What follows belongs to an exercise in optimizing a design on an open flow for small area, a short achievable clock period and few clock cycles per item; a production flow would make more cautious choices. Function was checked by simulation only, so behaviour that the tests miss may differ from the original.

==> trial 2 <==
Design rgba_source_over_blend, start of the top module:
module rgba_source_over_blend (
  input  logic        clk,
  input  logic        rst,
  input  logic        s_tvalid,
  output logic        s_tready,
  input  logic [63:0] s_tdata,
  output logic        m_tvalid,
  input  logic        m_tready,
  output logic [31:0] m_tdata
);
==> flow/config.mk <==
export PLATFORM = sky130hd
export DESIGN_NAME = rgba_source_over_blend
export DESIGN_NICKNAME = rgba_source_over_blend
export VERILOG_FILES = /design/flow/design.v
export SDC_FILE = /design/flow/constraint.sdc
export NUM_CORES = 4
export LEC_CHECK = 0
export ABC_AREA = 1
export CAP_MARGIN = 0
export CORE_MARGIN = 2
export CORE_UTILIZATION = 40
export CTS_BUF_LIST = sky130_fd_sc_hd__clkbuf_4 sky130_fd_sc_hd__clkbuf_8
export PLACE_DENSITY = 0.75
export SETUP_SLACK_MARGIN = 5
export SLEW_MARGIN = 0
==> flow/constraint.sdc <==
create_clock -name core_clock -period 10.0 [get_ports {clk}]
set_input_delay 2.0000 -clock core_clock [delete_from_list [all_inputs] [get_ports {clk}]]
set_output_delay 2.0000 -clock core_clock [all_outputs]
set_load 0.01 [all_outputs]
run.sh (not shown) runs the stock make flow with config.mk's settings and CLKGATE_MAP_FILE= SYNTH_SCRIPT=/design/flow/synth_recipe.tcl, a recipe that flattens the netlist after the stock synthesis.
==> inputs of build 67, as changes to trial 2 <==
--- a/flow/design.v
+++ b/flow/design.v
@@ -9,16 +9,17 @@
   input  logic [63:0] s_tdata,
   output logic        m_tvalid,
   input  logic        m_tready,
   output logic [31:0] m_tdata
 );
   logic go;
+  logic sv;
+  logic [31:0] skid;
   logic [31:0] res;
   logic res_v;
-  assign go = ~m_tvalid | m_tready;
-  assign s_tready = go;
+  assign s_tready = ~(m_tvalid & sv);
   logic [7:0]  fa, ba;
   logic [7:0]  m0 [3];
   logic [2:0]  n0;
   logic [7:0]  bc0 [3];
   logic        v0;
   always_ff @(posedge clk) begin
@@ -3935,12 +3936,33 @@
   logic [7:0] s0_2, s1_2;
   assign s0_2 = bc6_2 + (qf_2[8:1] ^ {8{n6_2}});
   assign s1_2 = s0_2 + 8'd1;
   assign res[23:16] = cf_2 ? s1_2 : s0_2;
   assign res[31:24] = alpha;
   assign res_v = v6;
+  logic push, pop, ld_head;
+  assign push    = go & res_v;
+  assign pop     = m_tvalid & m_tready;
+  assign ld_head = pop | ~m_tvalid;
   always_ff @(posedge clk) begin
-    if (rst) m_tvalid <= 1'b0;
-    else if (go) m_tvalid <= res_v;
+    if (rst) begin
+      m_tvalid <= 1'b0;
+      sv       <= 1'b0;
+      go       <= 1'b1;
+    end else begin
+      if (ld_head) begin
+        m_tvalid <= sv | push;
+        sv       <= sv & push;
+        go       <= ~(sv & push);
+      end else begin
+        sv       <= sv | push;
+        go       <= ~(sv | push);
+      end
+    end
+  end
+  always_ff @(posedge clk) begin
+    if (ld_head) m_tdata <= sv ? skid : res;
+  end
+  always_ff @(posedge clk) begin
+    if (push & ~(ld_head & ~sv)) skid <= res;
   end
-  always_ff @(posedge clk) if (go) m_tdata <= res;
 endmodule
==> flow/config.mk (replaced) <==
export PLATFORM = sky130hd
export DESIGN_NAME = rgba_source_over_blend
export DESIGN_NICKNAME = rgba_source_over_blend
export VERILOG_FILES = /design/flow/design.v
export SDC_FILE = /design/flow/constraint.sdc
export NUM_CORES = 4
export LEC_CHECK = 0
export CAP_MARGIN = 20
export CORE_MARGIN = 2
export CORE_UTILIZATION = 40
export SETUP_SLACK_MARGIN = 5
export SLEW_MARGIN = 20
==> inputs of build 66, as changes to trial 2 <==
--- a/flow/config.mk
+++ b/flow/config.mk
@@ -7,9 +7,8 @@
 export LEC_CHECK = 0
 export ABC_AREA = 1
 export CAP_MARGIN = 0
 export CORE_MARGIN = 2
 export CORE_UTILIZATION = 40
 export CTS_BUF_LIST = sky130_fd_sc_hd__clkbuf_4 sky130_fd_sc_hd__clkbuf_8
-export PLACE_DENSITY = 0.75
 export SETUP_SLACK_MARGIN = 5
 export SLEW_MARGIN = 0
==> results.sh <==
export IMPL_status="no timing/DRC/antenna violations"
export IMPL_yosys_top_cells_area="edfxtp_1, ha_1, nand2_1, inv_1, fa_1"
export IMPL_synth_top_area_frac=0.331
export IMPL_via_count=47299
export IMPL_final_area_sq_um=65000
export IMPL_fmax_mhz=202
export IMPL_max_stage_delay_ns=0.44
export IMPL_place_area_sq_um=61800
export IMPL_synth_top_family_by_area="simple AND/OR/NAND/NOR gates"
That was build 66.
==> results.sh <==
export IMPL_rsz0062_at_grt="no"
export IMPL_fin_setup_tns_ns=0
export IMPL_synth_xor_area_share=0.0723
export IMPL_yosys_top_cells_area="edfxtp_1, ha_1, nand2_1, inv_1, fa_1"
export IMPL_final_area_sq_um=64900
export IMPL_place_area_sq_um=61800
export IMPL_grt_max_degree=185
export IMPL_via_count=48533
export IMPL_largest_registers="p2: 48 flops, m_tdata: 32 flops"
export IMPL_start_kind="register"
export IMPL_fmax_mhz=209
export IMPL_synthAdderAreaFrac=0.198
export IMPL_status="no timing/DRC/antenna violations"
export IMPL_synth_top_area_frac=0.331
That was trial 2.
==> results.sh <==
export IMPL_synth_top_family_by_area="adder cells"
export IMPL_relSlewSlack=0.267
export IMPL_status="no timing/DRC/antenna violations"
export IMPL_nClkBuffers=84
export IMPL_fin_crit_ns=5.35
export IMPL_final_area_sq_um=70300
export IMPL_place_area_sq_um=60100
export IMPL_fmax_mhz=187
export IMPL_yosysSeqAreaShare=0.367
export IMPL_cp_common_cell="o21ai_2"
export IMPL_yosysWarningCount=5
export IMPL_via_count=42219
export IMPL_synth_top_area_frac=0.364
export IMPL_max_stage_delay_ns=0.45
export IMPL_critPathMaxFanout=12
export IMPL_hold_slack_ns=0.407
export IMPL_yosys_top_cells_area="edfxtp_1, ha_1, fa_1, mux2_2, xnor2_1"
That was build 67.
Testbench counts of trial 2, summed over its fixed seeds: cycles 12,056, items 12,000.
Testbench counts of build 67, summed over its fixed seeds: cycles 12,056, items 12,000.
Testbench counts of build 66, summed over its fixed seeds: cycles 12,056, items 12,000.


==> run Y <==
rgba_source_over_blend with an RTL version that a note above also has.
## rgba_source_over_blend
module rgba_source_over_blend (
  input  logic        clk,
  input  logic        rst,
  input  logic        s_tvalid,
  output logic        s_tready,
  input  logic [63:0] s_tdata,
  output logic        m_tvalid,
  input  logic        m_tready,
  output logic [31:0] m_tdata
);
  logic go;
  logic sv;
  logic [31:0] skid;
  logic [31:0] res;
  logic res_v;
  assign s_tready = ~(m_tvalid & sv);
  logic [7:0]  fa, ba;
  logic [7:0]  m0 [3];
  logic [2:0]  n0;
  logic [7:0]  bc0 [3];
  logic        v0;
  always_ff @(posedge clk) begin
    if (rst) v0 <= 1'b0;
    else if (go) v0 <= s_tvalid;
  end
  always_ff @(posedge clk) if (go) begin
    fa <= s_tdata[31:24];
    ba <= s_tdata[63:56];
  end
  for (genvar c = 0; c < 3; c++) begin : g_s0
    logic [7:0] fc, bc;
    logic [8:0] df;
    logic [7:0] dn;
    assign fc = s_tdata[8*c +: 8];
    assign bc = s_tdata[32 + 8*c +: 8];
    assign df = {1'b0, fc} - {1'b0, bc};
    assign dn = bc - fc;
    logic [7:0] m;
    assign m = df[8] ? dn : df[7:0];
    always_ff @(posedge clk) if (go) begin
      n0[c]  <= df[8];
      m0[c]  <= m;
      bc0[c] <= bc;
    end
  end
  logic        dz;
  assign dz  = (fa == 8'd0) & (ba == 8'd0);
  logic dh_pp1;
  assign dh_pp1 = ba[0] & ~fa[0];
  logic dh_pp2;
  assign dh_pp2 = ba[0] & ~fa[1];
  logic dh_pp3;
  assign dh_pp3 = ba[0] & ~fa[2];
  logic dh_pp4;
  assign dh_pp4 = ba[0] & ~fa[3];
  logic dh_pp5;
  assign dh_pp5 = ba[0] & ~fa[4];
  logic dh_pp6;
  assign dh_pp6 = ba[0] & ~fa[5];
  logic dh_pp7;
  assign dh_pp7 = ba[0] & ~fa[6];
  logic dh_pp8;
  assign dh_pp8 = ba[0] & ~fa[7];
  logic dh_pp9;
  assign dh_pp9 = ba[1] & ~fa[0];
  logic dh_pp10;
  assign dh_pp10 = ba[1] & ~fa[1];
  logic dh_pp11;
  assign dh_pp11 = ba[1] & ~fa[2];
  logic dh_pp12;
  assign dh_pp12 = ba[1] & ~fa[3];
  logic dh_pp13;
  assign dh_pp13 = ba[1] & ~fa[4];
  logic dh_pp14;
  assign dh_pp14 = ba[1] & ~fa[5];
  logic dh_pp15;
  assign dh_pp15 = ba[1] & ~fa[6];
  logic dh_pp16;
  assign dh_pp16 = ba[1] & ~fa[7];
  logic dh_pp17;
  assign dh_pp17 = ba[2] & ~fa[0];
  logic dh_pp18;
  assign dh_pp18 = ba[2] & ~fa[1];
  logic dh_pp19;
  assign dh_pp19 = ba[2] & ~fa[2];
  ...
Settings: LEC_CHECK=0, ABC_AREA=1, CAP_MARGIN=0, CORE_MARGIN=2, CORE_UTILIZATION=40, CTS_BUF_LIST=sky130_fd_sc_hd__clkbuf_4 sky130_fd_sc_hd__clkbuf_8, PLACE_DENSITY=0.75, SLEW_MARGIN=0; clock period 10.0 ns.
standard.sh (not shown) runs the stock make flow with config.mk's settings and CLKGATE_MAP_FILE= SYNTH_SCRIPT=/design/flow/synth_recipe.tcl, a recipe that flattens the netlist after the stock synthesis.
==> flow/flow/run.sh <==
#!/bin/bash
# Standard synthesis and layout (the standard.sh); the only change is a
# larger setup slack margin for the resizer's timing repair, so that it keeps
# improving the worst paths past the 10 ns constraint. Clock period, I/O
# delays and loads stay as in constraint.sdc. One log per ORFS step.
set -euo pipefail
MARGIN=5.4
for t in synth floorplan place cts route finish; do
  bash standard.sh SETUP_SLACK_MARGIN=$MARGIN $t > flow_$t.log 2>&1
done
==> run H: changes against run Y <==
==> flow/run.sh (new file) <==
#!/bin/bash
# synth_recipe.tcl (not shown) runs the flow's synth.tcl, then flattens the netlist and writes it again
# the make line also repeats each setting of config.mk as NAME=value (left out here)
make -C /OpenROAD-flow-scripts/flow DESIGN_CONFIG=/design/flow/config.mk WORK_HOME=/design/flow/orfs CLKGATE_MAP_FILE= SYNTH_SCRIPT=/design/flow/synth_recipe.tcl finish
- PLACE_DENSITY: 0.75 -> unset
- SETUP_SLACK_MARGIN: unset -> 5
removed: flow/flow/run.sh
removed: flow/standard.sh
==> run A: changes against run Y <==
==> flow/run.sh (new file) <==
#!/bin/bash
# synth_recipe.tcl (not shown) runs the flow's synth.tcl, then flattens the netlist and writes it again
# the make line also repeats each setting of config.mk as NAME=value (left out here)
make -C /OpenROAD-flow-scripts/flow DESIGN_CONFIG=/design/flow/config.mk WORK_HOME=/design/flow/orfs CLKGATE_MAP_FILE= SYNTH_SCRIPT=/design/flow/synth_recipe.tcl finish
- CORE_UTILIZATION: 40 -> 50
- SETUP_SLACK_MARGIN: unset -> 5
removed: flow/flow/run.sh
removed: flow/standard.sh
==> run X: changes against run Y <==
==> flow/run.sh (new file) <==
#!/bin/bash
# synth_recipe.tcl (not shown) runs the flow's synth.tcl, then flattens the netlist and writes it again
# the make line also repeats each setting of config.mk as NAME=value (left out here)
make -C /OpenROAD-flow-scripts/flow DESIGN_CONFIG=/design/flow/config.mk WORK_HOME=/design/flow/orfs CLKGATE_MAP_FILE= SYNTH_SCRIPT=/design/flow/synth_recipe.tcl finish
- SETUP_SLACK_MARGIN: unset -> 5
removed: flow/flow/run.sh
removed: flow/standard.sh
==> summary.md <==
| Metric | Value |
|---|---|
| Bufs and invs on worst path | 5 |
| CP startpoint | d5[14] |
| Most frequent cells in the layout | nand2_1 (1696), inv_1 (988), edfxtp_1 (682) |
| Outcome | finished clean |
| GRT Util Overall | 0.205 |
| Crit path max fanout | 32 |
| Inserted Clock Buffers | between 100 and 150 |
| Crit path cell chain | clkinvlp_4 -> ha_1 -> nand2_1 -> nor3_1 -> nand2_1 -> inv_1 -> nand4_1 -> o2111ai_2 -> buf_6 -> nor2_1 -> a21oi_1 -> ha_1 -> nand2_1 -> inv_1 -> a21oi_2 -> o21ai_2 -> nand2_1 -> nand3_1 -> a21o_1 -> nor2_1 -> nand2_4 -> inv_4 -> nand2_1 -> nand2_1 |
| Clk Latency, worst-skew pair | between 0.8 and 0.9 ns |
| Max Used Layer | met5 |
| Non-clk bufs | between 200 and 250 |
the above is filed under run X

==> summary.md <==
| Metric | Value |
|---|---|
| GRT Util Overall | 0.255 |
| Clk Latency, worst-skew pair | 0.83 ns |
| Most frequent cells in the layout | nand2_1 (1697), inv_1 (999), edfxtp_1 (682) |
| # Post-CTS Setup Buffers | 7 |
| Crit path max fanout | 32 |
| Non-clk bufs | ~170 |
| Outcome | finished clean |
| Adder-cell share of the synthesized area | 0.197 |
| Bufs and invs on worst path | 3 |
| Crit path cell chain | inv_1 -> ha_1 -> a21oi_1 -> o21ai_0 -> a221oi_1 -> nand3_1 -> buf_4 -> o21ai_0 -> ha_1 -> a21oi_1 -> nand2_1 -> a21oi_2 -> o21ai_2 -> nand3_1 -> nand3_1 -> a21o_1 -> nor2_1 -> nand2_2 -> inv_4 -> nand2_1 -> nand2_1 |
| Max Used Layer | met4 |
| Inserted Clock Buffers | 117 |
the above is filed under run A

==> summary.md <==
| Metric | Value |
|---|---|
| Outcome | finished clean |
| Inserted Clock Buffers | between 100 and 150 |
| Non-clk bufs | between 400 and 500 |
| GRT Util Overall | 0.207 |
| Crit path max fanout | 10 |
| Most frequent cells in the layout | nand2_1 (1689), inv_1 (959), edfxtp_1 (682) |
| Clk Latency, worst-skew pair | ~0.88 ns |
| Bufs and invs on worst path | 3 |
the above is filed under run Y

==> summary.md <==
| Metric | Value |
|---|---|
| Outcome | finished clean |
| Bufs and invs on worst path | 4 |
| Clk Latency, worst-skew pair | around 0.9 ns |
| Crit path max fanout | 28 |
| Max Used Layer | met5 |
| Inserted Clock Buffers | between 100 and 150 |
| Post-Layout Cell Count | a little over 9000 |
| Most frequent cells in the layout | nand2_1 (1697), inv_1 (993), edfxtp_1 (682) |
| Crit path cell chain | clkinvlp_4 -> buf_4 -> ha_1 -> nand2_1 -> nor2_2 -> nand2_1 -> inv_1 -> nand4_1 -> o2111ai_4 -> buf_12 -> nand2_1 -> o21ai_1 -> ha_1 -> a21oi_1 -> nand2_1 -> a21oi_4 -> o21ai_2 -> nand2_1 -> nand3_1 -> a21o_1 -> nor2_4 -> nand2_4 -> nand2_1 -> o21ai_0 |
| GRT Util Overall | 0.212 |
| Routed WL per cell | 17.5 µm |
the above is filed under run H

Testbench counts of run Y, summed over its fixed seeds: cycles 12,056, items 12,000.
Testbench counts of run H, summed over its fixed seeds: cycles 12,056, items 12,000.
Testbench counts of run A, summed over its fixed seeds: cycles 12,056, items 12,000.
Testbench counts of run X, summed over its fixed seeds: cycles 12,056, items 12,000.

what the ideal ports hide:
In the flow no input, the clock included, has a driving cell. The finished layouts below were timed again as built, in two steps. Step 1, drivers: a clkbuf_16 drives clk and a buf_2 each remaining input, both assumed. Step 2 also shifts input and output timing later by t, the mid clock arrival at the registers, as if the neighbouring blocks saw the same clock. a / b / c = ideal ports / drivers / drivers and shift; a / b = the first two.
run | t, ns | slack for setup (ns) | hold slack, ns | latest minus earliest clock arrival (ns) | slew at the worst register clock pin (ns)
trial 2 | 0.875 | 5.223 / 5.223 / 5.223 | 0.406 / 0.406 / 0.406 | 0.066 / 0.066 | 0.07 / 0.07
build 67 | 0.750 | 4.653 / 4.653 / 4.491 | 0.407 / 0.407 / 0.407 | 0.046 / 0.046 | 0.07 / 0.07
build 66 | 0.907 | 5.045 / 5.024 / 4.915 | 0.407 / 0.407 / 0.407 | 0.033 / 0.033 | 0.07 / 0.07
run Y | 0.911 | 5.498 / 5.498 / 5.233 | 0.387 / 0.387 / 0.387 | 0.095 / 0.095 | 0.09 / 0.09
run H | 0.917 | 5.204 / 5.204 / 5.023 | 0.387 / 0.387 / 0.387 | 0.102 / 0.103 | 0.07 / 0.07
run A | 0.874 | 5.158 / 5.158 / 5.158 | 0.390 / 0.390 / 0.390 | 0.066 / 0.066 | 0.08 / 0.08
run X | 0.907 | 5.261 / 5.261 / 5.224 | 0.383 / 0.383 / 0.383 | 0.091 / 0.091 | 0.08 / 0.08
After both steps every run listed still meets setup and hold. For run Y, which loses most, drivers alone change the setup slack by 0.000 ns; drivers and shift together by -0.265 ns.
